Context: an optimization exercise on an open-source flow, tuned for small area and a short achievable clock period. The choices shown serve that exercise and are no tape-out recipe. At most, simulation tests tie the RTL to the original design; equivalence was not proved. Only the layout flow was run in run 1; the RTL was not checked for function there.

==> flow/design.v (outline; a module is shown in full before it is edited, if it fits) <==
// module isq_square_tree: 496 lines
// module isq_xmul_tree: 638 lines
// module isq_ymul_tree: 642 lines
// module csa_fa: 10 lines
// module csa_fa1: 9 lines
// module csa_ha: 9 lines
// module inv_sqrt_unit: 186 lines
// module pipe_reg: 16 lines
module inv_sqrt_unit #(
	parameter logic [9:0] PIPE = 10'b0111111111
) (
	input  logic clk,
	input  logic reset,
	input  logic in_valid,
	input  fp_pkg::int_t in_value,
	output logic out_valid,
	output fp_pkg::fp_t  out_fp,
	output fp_pkg::int_t out_fixed
);
  // ...
==> flow/flow/run.sh <==
#!/bin/bash
set -euo pipefail
export SETUP_SLACK_MARGIN=6.3
bash standard.sh > standard.log 2>&1
==> flow/standard.sh <==
#!/bin/bash
# synth_recipe.tcl (not shown) runs the flow's synth.tcl, then flattens the netlist and writes it again
# the make line also repeats each setting of config.mk as NAME=value (left out here)
make -C /OpenROAD-flow-scripts/flow DESIGN_CONFIG=/design/flow/config.mk WORK_HOME=/design/flow/orfs CLKGATE_MAP_FILE= SYNTH_SCRIPT=/design/flow/synth_recipe.tcl "${@:-finish}"
==> flow/config.mk <==
export PLATFORM = sky130hd
export DESIGN_NAME = inv_sqrt_unit
export DESIGN_NICKNAME = inv_sqrt_unit
export VERILOG_FILES = /design/flow/design.v
export SDC_FILE = /design/flow/constraint.sdc
export NUM_CORES = 4
export LEC_CHECK = 0
export CAP_MARGIN = 20
export CORE_MARGIN = 2
export CORE_UTILIZATION = 40
export CTS_CLUSTER_DIAMETER = 130
export CTS_CLUSTER_SIZE = 30
export SLEW_MARGIN = 20
export SYNTH_HIERARCHICAL = 1
export SYNTH_MINIMUM_KEEP_SIZE = 0
==> flow/constraint.sdc <==
create_clock -name core_clock -period 9.5 [get_ports {clk}]
set_input_delay 1.9000 -clock core_clock [delete_from_list [all_inputs] [get_ports {clk}]]
set_output_delay 1.9000 -clock core_clock [all_outputs]
set_load 0.01 [all_outputs]
==> out/metrics.yaml, run 1 <==
status: "complete, no violations"
critical_path_class: "reg -> reg"
syn_avg_cell_area_um2: 10.7
drive_gt1_share_pct: 11.4
clk_share_pct: 2.00
fin_ws_ns: 6.34
end_kind: "register"
multiInputGateArea_um2: 20300
setup_violations: 0
timing.fmax_mhz: 317
clk_path_buf_depth: 3
wl_met3_um: 3190
n_antenna_cell: 0
seq_cells: 439
synth.cell_area_um2: 31600
r2r_start: "u_c8.q[30]"
arrival_ns: 3.60
period_minus_slack_ns: 3.16
cts.htree.levels: 1
setup.worst_path.start_class: "register"
inv_count: 78
drc_errors: 0
whs_ns: 0.325
cp_slowest_cell: "dfxtp_2"
first_iter_violations: 1588
cp.depth: 16
critPathMaxStageDelay_ns: 0.35
wl_per_cell_um: 17.9
stdcell_count: 3768
n_tap_cell: 1050
min_from: "u_c5.q[8]"
top_usage_layer: "met2"
buf_share_pct: 3.16
ys_warn_count: 16
port_buffers: 55
synth_cells: 2947
path_buf_inv: 1
core_um2: 78600
==> module inv_sqrt_unit, before the edit <==
module inv_sqrt_unit #(
	parameter logic [9:0] PIPE = 10'b0111111111
) (
	input  logic clk,
	input  logic reset,
	input  logic in_valid,
	input  fp_pkg::int_t in_value,
	output logic out_valid,
	output fp_pkg::fp_t  out_fp,
	output fp_pkg::int_t out_fixed
);
	localparam int LAT = 1 + PIPE[0] + PIPE[1] + PIPE[2] + PIPE[3] + PIPE[4] +
		PIPE[5] + PIPE[6] + PIPE[7] + PIPE[8] + PIPE[9];
	logic [15:0] x;
	pipe_reg #(.W(16), .EN(PIPE[0])) u_c0 (.clk(clk), .d(in_value), .q(x));
	logic [15:0] n8, n4, n2, n1;
	logic [3:0]  lz;
	assign lz[3] = (x[15:8] == '0);
	assign n8 = lz[3] ? {x[7:0], 8'd0} : x;
	assign lz[2] = (n8[15:12] == '0);
	assign n4 = lz[2] ? {n8[11:0], 4'd0} : n8;
	assign lz[1] = (n4[15:14] == '0);
	assign n2 = lz[1] ? {n4[13:0], 2'd0} : n4;
	assign lz[0] = ~n2[15];
	assign n1 = lz[0] ? {n2[14:0], 1'b0} : n2;
	logic [14:0] a_m;
	logic [3:0]  a_p;
	pipe_reg #(.W(15+4), .EN(PIPE[1])) u_c1 (.clk(clk),
		.d({n1[14:0], ~lz}), .q({a_m, a_p}));
	logic        e0;
	logic [15:0] sub;
	logic [15:0] a_u;
	logic        a_b1;
	logic        a_t1;
	logic [3:0]  a_c;
	logic        a_z0;
	logic        a_zn;
	assign e0 = ~a_p[0];
	assign sub = {e0, a_m};
	assign a_u = 16'd28339 - sub;
	assign a_b1 = (sub > 16'd28339);
	assign a_t1 = a_b1 | (sub <= 16'd1193);
	assign a_c = 4'(({1'b0, a_p} + 5'd1) >> 1) + {3'd0, a_b1};
	assign a_z0 = (~a_b1 & ~e0 & ~a_t1) | (a_b1 & e0);
	assign a_zn = a_b1 & ~e0;
	logic [15:0] b_u;
	logic [3:0]  b_c;
	logic        b_t1, b_z0, b_zn;
	pipe_reg #(.W(16+4+3), .EN(PIPE[2])) u_c2 (.clk(clk),
		.d({a_u, a_c, a_t1, a_z0, a_zn}),
		.q({b_u, b_c, b_t1, b_z0, b_zn}));
	logic [35:13] b_ra, b_rb;
	logic         b_ci;
	isq_square_tree u_square (.u(b_u), .ra(b_ra), .rb(b_rb), .ci(b_ci));
	logic [35:13] c_ra, c_rb;
	logic         c_ci;
	logic [15:0]  c_u;
	logic [3:0]   c_c;
	logic         c_t1, c_z0, c_zn;
	pipe_reg #(.W(23+23+1+16+4+3), .EN(PIPE[3])) u_c3 (.clk(clk),
		.d({b_ra, b_rb, b_ci, b_u, b_c, b_t1, b_z0, b_zn}),
		.q({c_ra, c_rb, c_ci, c_u, c_c, c_t1, c_z0, c_zn}));
	logic [35:12] c_p1;
	logic [16:0]  c_ysq;
	assign c_p1 = {c_ra, 1'b1} + {c_rb, c_ci};
	assign c_ysq = c_t1 ? c_p1[34:18] : c_p1[33:17];
	logic [15:0]  c_sub;
	logic [14:0]  c_m;
	assign c_sub = 16'd28339 - c_u;
	assign c_m = c_sub[14:0];
	logic [16:-1] c_mb;
	logic [7:0]   c_mone, c_mtwo;
	logic [6:0]   c_mneg;
	assign c_mb = {2'b01, c_m, 1'b0};
	always_comb begin
		for (int k = 0; k < 8; k++) begin
			c_mone[k] = c_mb[2*k] ^ c_mb[2*k-1];
			c_mtwo[k] = (c_mb[2*k+1] & ~c_mb[2*k] & ~c_mb[2*k-1]) |
				(~c_mb[2*k+1] & c_mb[2*k] & c_mb[2*k-1]);
		end
		for (int k = 0; k < 7; k++) begin
			c_mneg[k] = c_mb[2*k+1];
		end
	end
	logic [15:0] d_u;
	logic [7:0]  d_mone, d_mtwo;
	logic [6:0]  d_mneg;
	logic [16:0] d_ysq;
	logic [3:0]  d_c;
	logic        d_z0, d_zn;
	pipe_reg #(.W(16+23+17+4+2), .EN(PIPE[4])) u_c4 (.clk(clk),
		.d({c_u, c_mone, c_mtwo, c_mneg, c_ysq, c_c, c_z0, c_zn}),
		.q({d_u, d_mone, d_mtwo, d_mneg, d_ysq, d_c, d_z0, d_zn}));
	logic [33:11] d_ra, d_rb;
	logic         d_ci;
	isq_xmul_tree u_xmul (.s(d_ysq), .one(d_mone), .two(d_mtwo), .neg(d_mneg),
		.ra(d_ra), .rb(d_rb), .ci(d_ci));
	logic [33:11] e_ra, e_rb;
	logic         e_ci;
	logic [15:0]  e_u;
	logic [3:0]   e_c;
	logic         e_z0, e_zn;
	pipe_reg #(.W(23+23+1+16+4+2), .EN(PIPE[5])) u_c5 (.clk(clk),
		.d({d_ra, d_rb, d_ci, d_u, d_c, d_z0, d_zn}),
		.q({e_ra, e_rb, e_ci, e_u, e_c, e_z0, e_zn}));
	logic [33:10] e_q;
	logic         e_t2;
	logic [16:0]  e_xs;
	logic         e_d2;
	assign e_q = {e_ra, 1'b1} + {e_rb, e_ci};
	assign e_t2 = e_q[33];
	assign e_xs = e_t2 ? e_q[32:16] : e_q[31:15];
	assign e_d2 = (e_z0 & ~e_t2) | (e_zn & e_t2);
	logic [15:0] f_u;
	logic [16:0] f_xs;
	logic [3:0]  f_c;
	logic        f_d2;
	pipe_reg #(.W(16+17+4+1), .EN(PIPE[6])) u_c6 (.clk(clk),
		.d({e_u, e_xs, e_c, e_d2}),
		.q({f_u, f_xs, f_c, f_d2}));
	logic [15:0] f_negx;
	logic [14:0] f_d;
	assign f_negx = 16'd0 - f_xs[15:0];
	assign f_d = f_d2 ? {f_negx[15:2], 1'b0} : {f_negx[14:1], f_xs[0]};
	logic [15:-1] f_db;
	logic [7:0]   f_done, f_dtwo, f_dneg;
	assign f_db = {f_d[14], f_d, 1'b0};
	always_comb begin
		for (int k = 0; k < 8; k++) begin
			f_done[k] = f_db[2*k] ^ f_db[2*k-1];
			f_dtwo[k] = (f_db[2*k+1] & ~f_db[2*k] & ~f_db[2*k-1]) |
				(~f_db[2*k+1] & f_db[2*k] & f_db[2*k-1]);
			f_dneg[k] = f_db[2*k+1];
		end
	end
	logic [15:0] g_u;
	logic [7:0]  g_done, g_dtwo, g_dneg;
	logic [3:0]  g_c;
	pipe_reg #(.W(16+24+4), .EN(PIPE[7])) u_c7 (.clk(clk),
		.d({f_u, f_done, f_dtwo, f_dneg, f_c}),
		.q({g_u, g_done, g_dtwo, g_dneg, g_c}));
	logic [36:12] g_ra, g_rb;
	logic         g_ci;
	isq_ymul_tree u_ymul (.u(g_u), .one(g_done), .two(g_dtwo), .neg(g_dneg),
		.ra(g_ra), .rb(g_rb), .ci(g_ci));
	logic [36:12] h_ra, h_rb;
	logic         h_ci;
	logic [3:0]   h_c;
	pipe_reg #(.W(25+25+1+4), .EN(PIPE[8])) u_c8 (.clk(clk),
		.d({g_ra, g_rb, g_ci, g_c}),
		.q({h_ra, h_rb, h_ci, h_c}));
	logic [36:11] h_wf;
	logic [36:17] h_w;
	assign h_wf = {h_ra, 1'b1} + {h_rb, h_ci};
	assign h_w = h_wf[36:17];
	logic [36:17] i_w;
	logic [3:0]   i_c;
	pipe_reg #(.W(20+4), .EN(PIPE[9])) u_c9 (.clk(clk),
		.d({h_w, h_c}),
		.q({i_w, i_c}));
	logic [17:0] i_frac;
	logic [3:0]  i_exp;
	logic [19:0] i_fix;
	assign i_frac = i_w[36] ? i_w[35:18] : i_w[34:17];
	assign i_exp = 4'd15 - i_c + {3'd0, i_w[36]};
	assign i_fix = i_w >> (5'd4 + {1'b0, i_c});
	logic [LAT-1:0] vpipe;
	always_ff @(posedge clk) begin
		if (reset) begin
			vpipe <= '0;
		end else begin
			vpipe <= {vpipe[LAT-2:0], in_valid};
		end
	end
	assign out_valid = vpipe[LAT-1];
	logic [3:0]  o_exp;
	logic [17:0] o_frac;
	logic [13:0] o_fix;
	always_ff @(posedge clk) begin
		o_exp <= i_exp;
		o_frac <= i_frac;
		o_fix <= i_fix[13:0];
	end
	assign out_fp = {5'b00111, o_exp, o_frac};
	assign out_fixed = {2'b00, o_fix};
endmodule
==> inputs of run 2 (changes only) <==
--- a/flow/design.v
+++ b/flow/design.v
@@ -1820,5 +1820,5 @@
 `default_nettype none
 module inv_sqrt_unit #(
-	parameter logic [9:0] PIPE = 10'b0111111111
+	parameter logic [9:0] PIPE = 10'b1111111111
 ) (
 	input  logic clk,
--- a/flow/config.mk
+++ b/flow/config.mk
@@ -11,4 +11,5 @@
 export CTS_CLUSTER_DIAMETER = 130
 export CTS_CLUSTER_SIZE = 30
+export GPL_ROUTABILITY_DRIVEN = 0
 export SLEW_MARGIN = 20
 export SYNTH_HIERARCHICAL = 1
==> run 2 against run 1 <==
Synthesized cell count barely moved; final area rose by 0.32%; hold slack improved by 0.0058 ns; clock skew rose by 0.0016 ns.
==> out/metrics.yaml, run 2 <==
status: "complete, no violations"  # unchanged
overflow: 0  # unchanged
drt_wl_total_um: 66800  # was 67600 um
synth_cells: 2946  # was 2947
cts.htree.levels: 1  # unchanged
placed_area_um2: 31500  # was 31000 um^2
final_net_count: 3259  # was 3245
port_buffers: 55  # unchanged
vias: 20100  # was 20.2k
drt_first_pass_iters: 6  # unchanged
worstMarginPinSlew_ns: 0.939  # was 0.897 ns
grt_pass1_wl_um: 108000  # was 111000 um
whs_ns: 0.331  # was 0.325 ns
critical_path_class: "reg -> reg"  # unchanged
drive_gt1_share_pct: 9.92  # was 11.4%
insertion_delay_ns: 0.60  # was 0.58 ns
ys_warn_count: 17  # was 16
core_um2: 79000  # was 78600 um^2
die_w_um: 286  # was 285 um
largest_reg_flops: 69  # unchanged
cts-root-buf: "clkbuf_16"  # unchanged
first_iter_violations: 1614  # was 1588
syn2layout_area_growth_pct: 2.69  # was 3.46%
cp-startpoint: "u_c7.q[38]"  # was u_c8.q[30]
n_antenna_cell: 0  # unchanged
fin_crit_sh_pct: 32.9  # was 33.2%
end_kind: "register"  # unchanged
crit_required_ns: 9.94  # about the same
grt_pass1_vias: 20700  # was 21.1k
row_count: 103  # unchanged
skew_ns: 0.0445  # was 0.0430 ns
max_flop_register: "u_c5.q"  # unchanged
die_h_um: 286  # was 285 um
drt-vias-per-instance: 5.33  # was 5.35
top_regs: "u_c5.q x69, u_c3.q x68, u_c4.q x62"  # unchanged
clk_path_buf_depth: 3  # unchanged
hpwl_um: 47400  # was 47100 um
synth.cell_area_um2: 31900  # was 31600 um^2
cts.sinks: 464  # was 439
hold_class: "reg -> reg"  # unchanged
initial_core_util_pct: 40.4  # was 40.2%
ant_nets: 0  # unchanged
drv_slew: 0  # unchanged
dieArea_um2: 82100  # was 81200 um^2
grt_util_all_layers_pct: 15.9  # was 16.4%
ios: 63  # unchanged
setup.worst_path.start_class: "register"  # unchanged
min_from: "u_c6.q[34]"  # was u_c5.q[8]
relSlewSlack_pct: 37.3  # was 39.7%
stdcell_count: 3781  # was 3768
timing.fmax_mhz: 320  # was 317 MHz
final_cell_area_um2: 32800  # was 32700 um^2
r2r_start: "u_c7.q[38]"  # was u_c8.q[30]
hold_viol: 0  # unchanged
syn_avg_cell_area_um2: 10.8  # was 10.7 um^2
grt_max_degree: 36  # was 34
numCtsBuffers: 20  # was 21
grt_antenna_before_repair: 1  # was 0
rsz0062_at_grt: "yes"  # unchanged
wl_per_cell_um: 17.7  # was 17.9 um
max-cap-violations: 0  # unchanged
clk_pin_slew_ns: 0.11  # was 0.12 ns
place_inst: 3711  # was 3700
path_max_fanout: 17  # was 4
setup_violations: 0  # unchanged
mostFrequentLayoutCell: "dfxtp_1"  # was fa_1
cts_tree: "yes"  # unchanged
hold_buffers: 0  # unchanged
arrival_ns: 3.57  # was 3.60 ns
final_cell_mix: "dfxtp_1 (382), fa_1 (354), xnor2_1 (300)"  # was fa_1 (354), dfxtp_1 (353), xnor2_1 (297)
drc_errors: 0  # unchanged
period_minus_slack_ns: 3.13  # was 3.16 ns
finalSetupTns_ns: 0  # unchanged
## run 2: cell type report
cell class                      instances  area [um^2]
Clock buffer                           21          514
Fill cell                            7452        46200
Timing Repair Buffer                  117         1010
Clock inverter                          4         82.6
Sequential cell                       464         9530
Multi-Input combinational cell       2054        20100
Tap cell                             1050         1310
Inverter                               71          267
## run 2: per-stage QoR
step / util (%) / setup WS [ns]
final: 41.5 / 6.37
after global routing: 41.5 / 6.28
after CTS: 40.7 / 6.18
after detailed placement: 39.9 / 5.80
after global placement: 39.9 / 5.82
after floorplan: - / 6.37
## run 2: critical path: stages, from the launching register on
cell and delay (ns):
dfxtp_2 0.64, a22oi_1 0.19, xnor2_1 0.19, fa_1 0.57, fa_1 0.45, fa_1 0.53
fa_1 0.42
## run 2: worst paths after layout
| path | endpoint | slack (ns) | depth (start not counted) |
|---|---|---|---|
| hold reg to reg | u_c7.q[40] | 0.33 | 0 |
| setup / recovery | u_c8.q[16] | 6.37 | 6 |
| hold / removal | u_c7.q[40] | 0.33 | 0 |
| setup reg to reg | u_c8.q[16] | 6.37 | 6 |
## run 2: repair_timing
action                                 4_1_cts  5_1_grt
setup endpoints to repair                  107       30
pin swaps                                    1        3
buffers inserted                             1       42
gates resized for setup                    110       83
endpoints found under the hold margin        0        0
cloned                                       0        2
## run 2: routing by layer
metal,global-route usage [%],wire length (um)
met2,27.3,32600
met3,1.98,3490
met1,21.0,29100
met4,4.23,1560
met5,0,0
==> inputs of run 3 (changes only) <==
--- a/flow/config.mk
+++ b/flow/config.mk
@@ -11,5 +11,5 @@
 export CTS_CLUSTER_DIAMETER = 130
 export CTS_CLUSTER_SIZE = 30
-export GPL_ROUTABILITY_DRIVEN = 0
+export PLACE_DENSITY = 0.72
 export SLEW_MARGIN = 20
 export SYNTH_HIERARCHICAL = 1
==> run 3 against run 2 <==
Still clean; clock skew is 0.0030 ns lower; global-route usage shrank 0.74 points; sequential share of layout area is 0.26 points higher; die area unchanged; synthesized cell count is the same; fmax down 1.1%; hold slack worse by 0.0096 ns; routed wire length decreased by 5.4%; final area is 1.0% lower; critical endpoint is now u_c8.q[4].
==> out/metrics.yaml, run 3 <==
cts.sinks: 464  # unchanged
drv_slew: 0  # unchanged
final_cell_mix: "dfxtp_1 (381), fa_1 (354), xnor2_1 (300)"  # was dfxtp_1 (382), fa_1 (354), xnor2_1 (300)
overflow: 0  # unchanged
mostFrequentLayoutCell: "dfxtp_1"  # unchanged
drive_gt1_share_pct: 9.01  # was 9.92%
synth_cells: 2946  # unchanged
hold_viol: 0  # unchanged
grt_max_degree: 36  # unchanged
stdcell_count: 3757  # was 3781
end_kind: "register"  # unchanged
path_max_fanout: 17  # unchanged
port_buffers: 55  # unchanged
vias: 20100  # about the same
relSlewSlack_pct: 36.1  # was 37.3%
dieArea_um2: 82100  # unchanged
status: "complete, no violations"  # unchanged
routed.top_layer: "met4"  # unchanged
worstMarginPinSlew_ns: 0.957  # was 0.939 ns
fin_ws_ns: 6.34  # was 6.37 ns
clk_path_buf_depth: 3  # unchanged
hold_buffers: 0  # unchanged
rsz0062_at_grt: "yes"  # unchanged
place_congestion: 0.867
crit_required_ns: 9.94  # about the same
arrival_ns: 3.60  # was 3.57 ns
drt_first_pass_iters: 6  # unchanged
finalSetupTns_ns: 0  # unchanged
grt_antenna_before_repair: 0  # was 1
setup.worst_path.start_class: "register"  # unchanged
cts.htree.levels: 1  # unchanged
wl_met3_um: 4020  # was 3490 um
max_flop_register: "u_c5.q"  # unchanged
first_iter_violations: 1474  # was 1614
cts_tree: "yes"  # unchanged
place_ws_ns: 5.78  # was 5.80 ns
die_w_um: 286  # unchanged
grt_pass1_vias: 20300  # was 20.7k
grt_util_all_layers_pct: 15.1  # was 15.9%
hold_class: "reg -> reg"  # unchanged
min_from: "u_c4.q[48]"  # was u_c6.q[34]
initial_core_util_pct: 40.4  # unchanged
numCtsBuffers: 19  # was 20
n_antenna_cell: 0  # unchanged
syn_avg_cell_area_um2: 10.8  # unchanged
fin_crit_sh_pct: 33.3  # was 32.9%
drt-vias-per-instance: 5.35  # was 5.33
r2r_start: "u_c7.q[35]"  # was u_c7.q[38]
critical_path_class: "reg -> reg"  # unchanged
top_regs: "u_c5.q x69, u_c3.q x68, u_c4.q x62"  # unchanged
syn2layout_area_growth_pct: 1.65  # was 2.69%
hpwl_um: 44600  # was 47400 um
wl_met2_um: 30200  # was 32600 um
ys_warn_count: 17  # unchanged
place_inst: 3708  # was 3711
insertion_delay_ns: 0.58  # was 0.60 ns
drt-met1-wl_um: 27700  # was 29100 um
period_minus_slack_ns: 3.16  # was 3.13 ns
max-cap-violations: 0  # unchanged
timing.fmax_mhz: 316  # was 320 MHz
row_count: 103  # unchanged
final_net_count: 3237  # was 3259
ios: 63  # unchanged
clk_pin_slew_ns: 0.12  # was 0.11 ns
synth.cell_area_um2: 31900  # unchanged
drc_errors: 0  # unchanged
die_h_um: 286  # unchanged
cts-root-buf: "clkbuf_16"  # unchanged
core_um2: 79000  # unchanged
skew_ns: 0.0415  # was 0.0445 ns
largest_reg_flops: 69  # unchanged
grt_pass1_wl_um: 103000  # was 108000 um
setup_violations: 0  # unchanged
cp-startpoint: "u_c7.q[35]"  # was u_c7.q[38]
ant_nets: 0  # unchanged
drt_wl_total_um: 63100  # was 66800 um
wl_per_cell_um: 16.8  # was 17.7 um
[run 3: changes by cell type in the layout (fill, tap and decap cells not counted), sizes merged]
cell / previous run / this run
o211a: 9 / 8
inv: 70 / 71
clkbuf: 21 / 19
clkinv: 5 / 3
buf: 62 / 42
[run 3: worst paths after layout]
check,endpoint,slack [ns],depth (start not counted)
worst min-delay path,u_c5.q[8],0.32,0
worst min register to register,u_c5.q[8],0.32,0
worst max register to register,u_c8.q[4],6.34,9
worst max-delay path,u_c8.q[4],6.34,9
[run 3: timing repair]
item / 4_1_cts / 5_1_grt
pin swaps: 0 / 1
buffers inserted: 0 / 27
resized for setup: 112 / 68
setup endpoints to repair: 94 / 22
[run 3: metal layers]
layer  global-route usage [%]  up-vias
li1                         -     9366
met1                     20.7    10000
met2                     25.5      636
met3                     1.96       70
met4                     3.39        0
met5                        0        -
[run 3: through the flow]
step	utilization, %	hold WS, ns	instance area, um^2
CTS	40.6	0.324	32100
global placement	39.9	0.310	31500
detailed placement	39.9	0.312	31500
global route	41.1	0.333	32400
finish	41.1	0.321	32400
floorplan	-	0.310	32000
[run 3: final cells by class]
type / count / area (um^2)
clock buffer: 19 / 475
tap: 1050 / 1310
fill: 7436 / 46600
timing repair buffer: 97 / 827
inverter: 71 / 267
clock inverter: 3 / 28.8
sequential: 464 / 9520
multi-input combinational: 2053 / 20000
[run 3: critical path: stages (launching register included)]
cell     delay [ns]
dfxtp_4        0.51
a22oi_1        0.14
xnor2_1        0.23
fa_1           0.47
fa_1           0.52
fa_1           0.43
ha_1           0.31
a21o_1         0.16
a21oi_1        0.16
o21ai_1        0.10
==> inputs of run 4 (changes only) <==
--- a/flow/config.mk
+++ b/flow/config.mk
@@ -11,5 +11,4 @@
 export CTS_CLUSTER_DIAMETER = 130
 export CTS_CLUSTER_SIZE = 30
-export PLACE_DENSITY = 0.72
 export SLEW_MARGIN = 20
 export SYNTH_HIERARCHICAL = 1
==> run 4 against run 3 <==
Critical path depth increased by 1; still clean; synthesized cell count unchanged; routed wire length increased by 6.2%; clock-buffer cell count increased by 1; core utilization about the same; sequential share of layout area about the same; highest routed layer unchanged.
==> out/metrics.yaml, run 4 <==
largest_reg_flops: 69  # unchanged
hpwl_um: 48100  # was 44600 um
overflow: 0  # unchanged
min_from: "u_c6.q[35]"  # was u_c4.q[48]
syn_avg_cell_area_um2: 10.8  # unchanged
multiInputGateArea_um2: 20000  # about the same
fin_util_pct: 41.0  # was 41.1%
whs_ns: 0.307  # was 0.321 ns
max-cap-violations: 0  # unchanged
insertion_delay_ns: 0.59  # was 0.58 ns
drt-vias-per-instance: 5.32  # was 5.35
rr_endpoint: "u_c8.q[4]"  # unchanged
crit_required_ns: 9.94  # about the same
final_cell_mix: "dfxtp_1 (388), fa_1 (354), xnor2_1 (300)"  # was dfxtp_1 (381), fa_1 (354), xnor2_1 (300)
clk_path_buf_depth: 3  # unchanged
placed_area_um2: 31600  # was 31500 um^2
clk_pin_slew_ns: 0.12  # about the same
skew_ns: 0.0339  # was 0.0415 ns
initial_core_util_pct: 40.4  # unchanged
grt_util_all_layers_pct: 16.4  # was 15.1%
cpLargestDelayFamily: "adder cells"  # unchanged
grt_max_degree: 36  # unchanged
r2r_start: "u_c7.q[33]"  # was u_c7.q[35]
die_w_um: 286  # unchanged
end_kind: "register"  # unchanged
place_ws_ns: 5.93  # was 5.78 ns
grt_pass1_wl_um: 111000  # was 103000 um
drt_wl_total_um: 67000  # was 63100 um
place_inst: 3714  # was 3708
drc_errors: 0  # unchanged
rrSetupSlack_ns: 6.34  # about the same
die_h_um: 286  # unchanged
min_to: "u_c7.q[41]"  # was u_c5.q[8]
ios: 63  # unchanged
cts_tree: "yes"  # unchanged
wl_per_cell_um: 17.9  # was 16.8 um
row_count: 103  # unchanged
hold_viol: 0  # unchanged
timing.fmax_mhz: 317  # was 316 MHz
worstMarginPinSlew_ns: 0.978  # was 0.957 ns
place_congestion: 0.851  # was 0.867
numCtsBuffers: 20  # was 19
cts.sinks: 464  # unchanged
synth.cell_area_um2: 31900  # unchanged
dieArea_um2: 82100  # unchanged
vias: 19900  # was 20.1k
max_flop_register: "u_c5.q"  # unchanged
final_net_count: 3226  # was 3237
ys_warn_count: 17  # unchanged
relSlewSlack_pct: 34.7  # was 36.1%
period_minus_slack_ns: 3.16  # about the same
core_um2: 79000  # unchanged
top_regs: "u_c5.q x69, u_c3.q x68, u_c4.q x62"  # unchanged
first_iter_violations: 1392  # was 1474
fin_crit_sh_pct: 33.2  # was 33.3%
path_buf_inv: 0  # unchanged
rsz0062_at_grt: "yes"  # unchanged
grt_pass1_vias: 21300  # was 20.3k
grt_antenna_before_repair: 1  # was 0
port_buffers: 55  # unchanged
synth_cells: 2946  # unchanged
stdcell_count: 3748  # was 3757
mostFrequentLayoutCell: "dfxtp_1"  # unchanged
critPathMaxStageDelay_ns: 0.51  # was 0.52 ns
min_path_cells: 0  # unchanged
crit_top_cell: "fa_1"  # unchanged
hold_class: "reg -> reg"  # unchanged
path_max_fanout: 17  # unchanged
drv_slew: 0  # unchanged
final_cell_area_um2: 32400  # about the same
register_area_um2: 9500  # was 9520 um^2
status: "complete, no violations"  # unchanged
setup.worst_path.start_class: "register"  # unchanged
nFillCells: 7514  # was 7436
critical_path_class: "reg -> reg"  # unchanged
drive_gt1_share_pct: 8.49  # was 9.01%
cts-root-buf: "clkbuf_16"  # unchanged
drt_first_pass_iters: 6  # unchanged
arrival_ns: 3.60  # about the same
cp_slowest_cell: "fa_1"  # unchanged
finalSetupTns_ns: 0  # unchanged
n_antenna_cell: 0  # unchanged
hold_buffers: 0  # unchanged
cts.htree.levels: 1  # unchanged
fin_ws_ns: 6.34  # about the same
syn2layout_area_growth_pct: 1.60  # was 1.65%
ant_nets: 0  # unchanged
worstPathCellList: "a22oi_1, xnor2_1, fa_1, fa_1, fa_1, ha_1, a21o_1, a21o_1, a21oi_1, o21ai_1"  # was a22oi_1, xnor2_1, fa_1, fa_1, fa_1, ha_1, a21o_1, a21oi_1, o21ai_1
setup_violations: 0  # unchanged
rr_worst_depth: 10  # was 9
[run 4: worst max-delay path by stage]
stage / from / to / slack, ns / depth (start not counted)
2_1_floorplan: u_c7.q[32] / u_c8.q[4] / 6.37 / 12
3_3_place_gp: u_c7.q[33] / u_c8.q[4] / 5.86 / 10
3_5_place_dp: u_c7.q[36] / u_c8.q[4] / 5.93 / 9
4_1_cts: u_c7.q[20] / u_c8.q[4] / 6.10 / 9
5_1_grt: u_c7.q[33] / u_c8.q[4] / 6.18 / 10
6_report: u_c7.q[33] / u_c8.q[4] / 6.34 / 10
[run 4: worst register-to-register path: cells and delay by family, from the launching register on]
kind	cells	cell delay [ns]
AOI/OAI and AO/OA	5	0.71
DFF	1	0.50
adders and majority gates	4	1.65
xor gates and xnor gates	1	0.16
[run 4: per-layer routing]
metal | up-vias | track usage (%) | routed length [um]
met5 | - | 0 | 0
met4 | 0 | 4.50 | 1470
met3 | 104 | 1.57 | 2810
met2 | 521 | 28.4 | 33000
met1 | 10000 | 21.8 | 29800
li1 | 9319 | - | -
[run 4: what timing repair did]
item                                    in CTS  in global routing
gates resized for setup                    106                 63
endpoints found under the setup margin     107                 38
pin swaps                                    1                  2
buffers inserted                             0                  8
gates cloned                                 0                  1
[run 4: cell type report]
cell class,instances,share of cell area [%]
Clock inverter,5,0.255
Sequential cell,464,29.3
Inverter,71,0.822
Tap cell,1050,4.05
Multi-Input combinational cell,2053,61.7
Clock buffer,20,1.54
Timing Repair Buffer,85,2.28

-- what the ideal ports hide --
The results above use ideal ports. As a check the final layouts listed here were re-extracted and re-timed, cells and wires unchanged.
Step 1 (the two cells are an assumption about what drives the block):
set clk [get_ports {clk}]
set_driving_cell -lib_cell sky130_fd_sc_hd__clkbuf_16 $clk
set_driving_cell -lib_cell sky130_fd_sc_hd__buf_2 [delete_from_list [all_inputs] $clk]
Step 2, shift: input delay + t, output delay - t, t = (earliest + latest rising clock arrival at the registers) / 2. This alone moves slack from input paths to output paths.
Three values: no drivers, after step 1, after step 2; two values: the first two.
run	shift t [ns]	setup slack, ns	hold slack, ns	latest minus earliest clock arrival (ns)	pins driven straight from the clock port
run 1	0.619	6.341 / 6.336 / 6.341	0.325 / 0.325 / 0.325	0.055 / 0.055	1
run 2	0.630	6.372 / 6.364 / 6.372	0.331 / 0.331 / 0.331	0.053 / 0.054	1
run 3	0.623	6.338 / 6.338 / 6.338	0.321 / 0.321 / 0.321	0.044 / 0.045	1
run 4	0.633	6.342 / 6.342 / 6.342	0.307 / 0.307 / 0.307	0.042 / 0.042	1
After both steps every run listed still meets setup and hold.
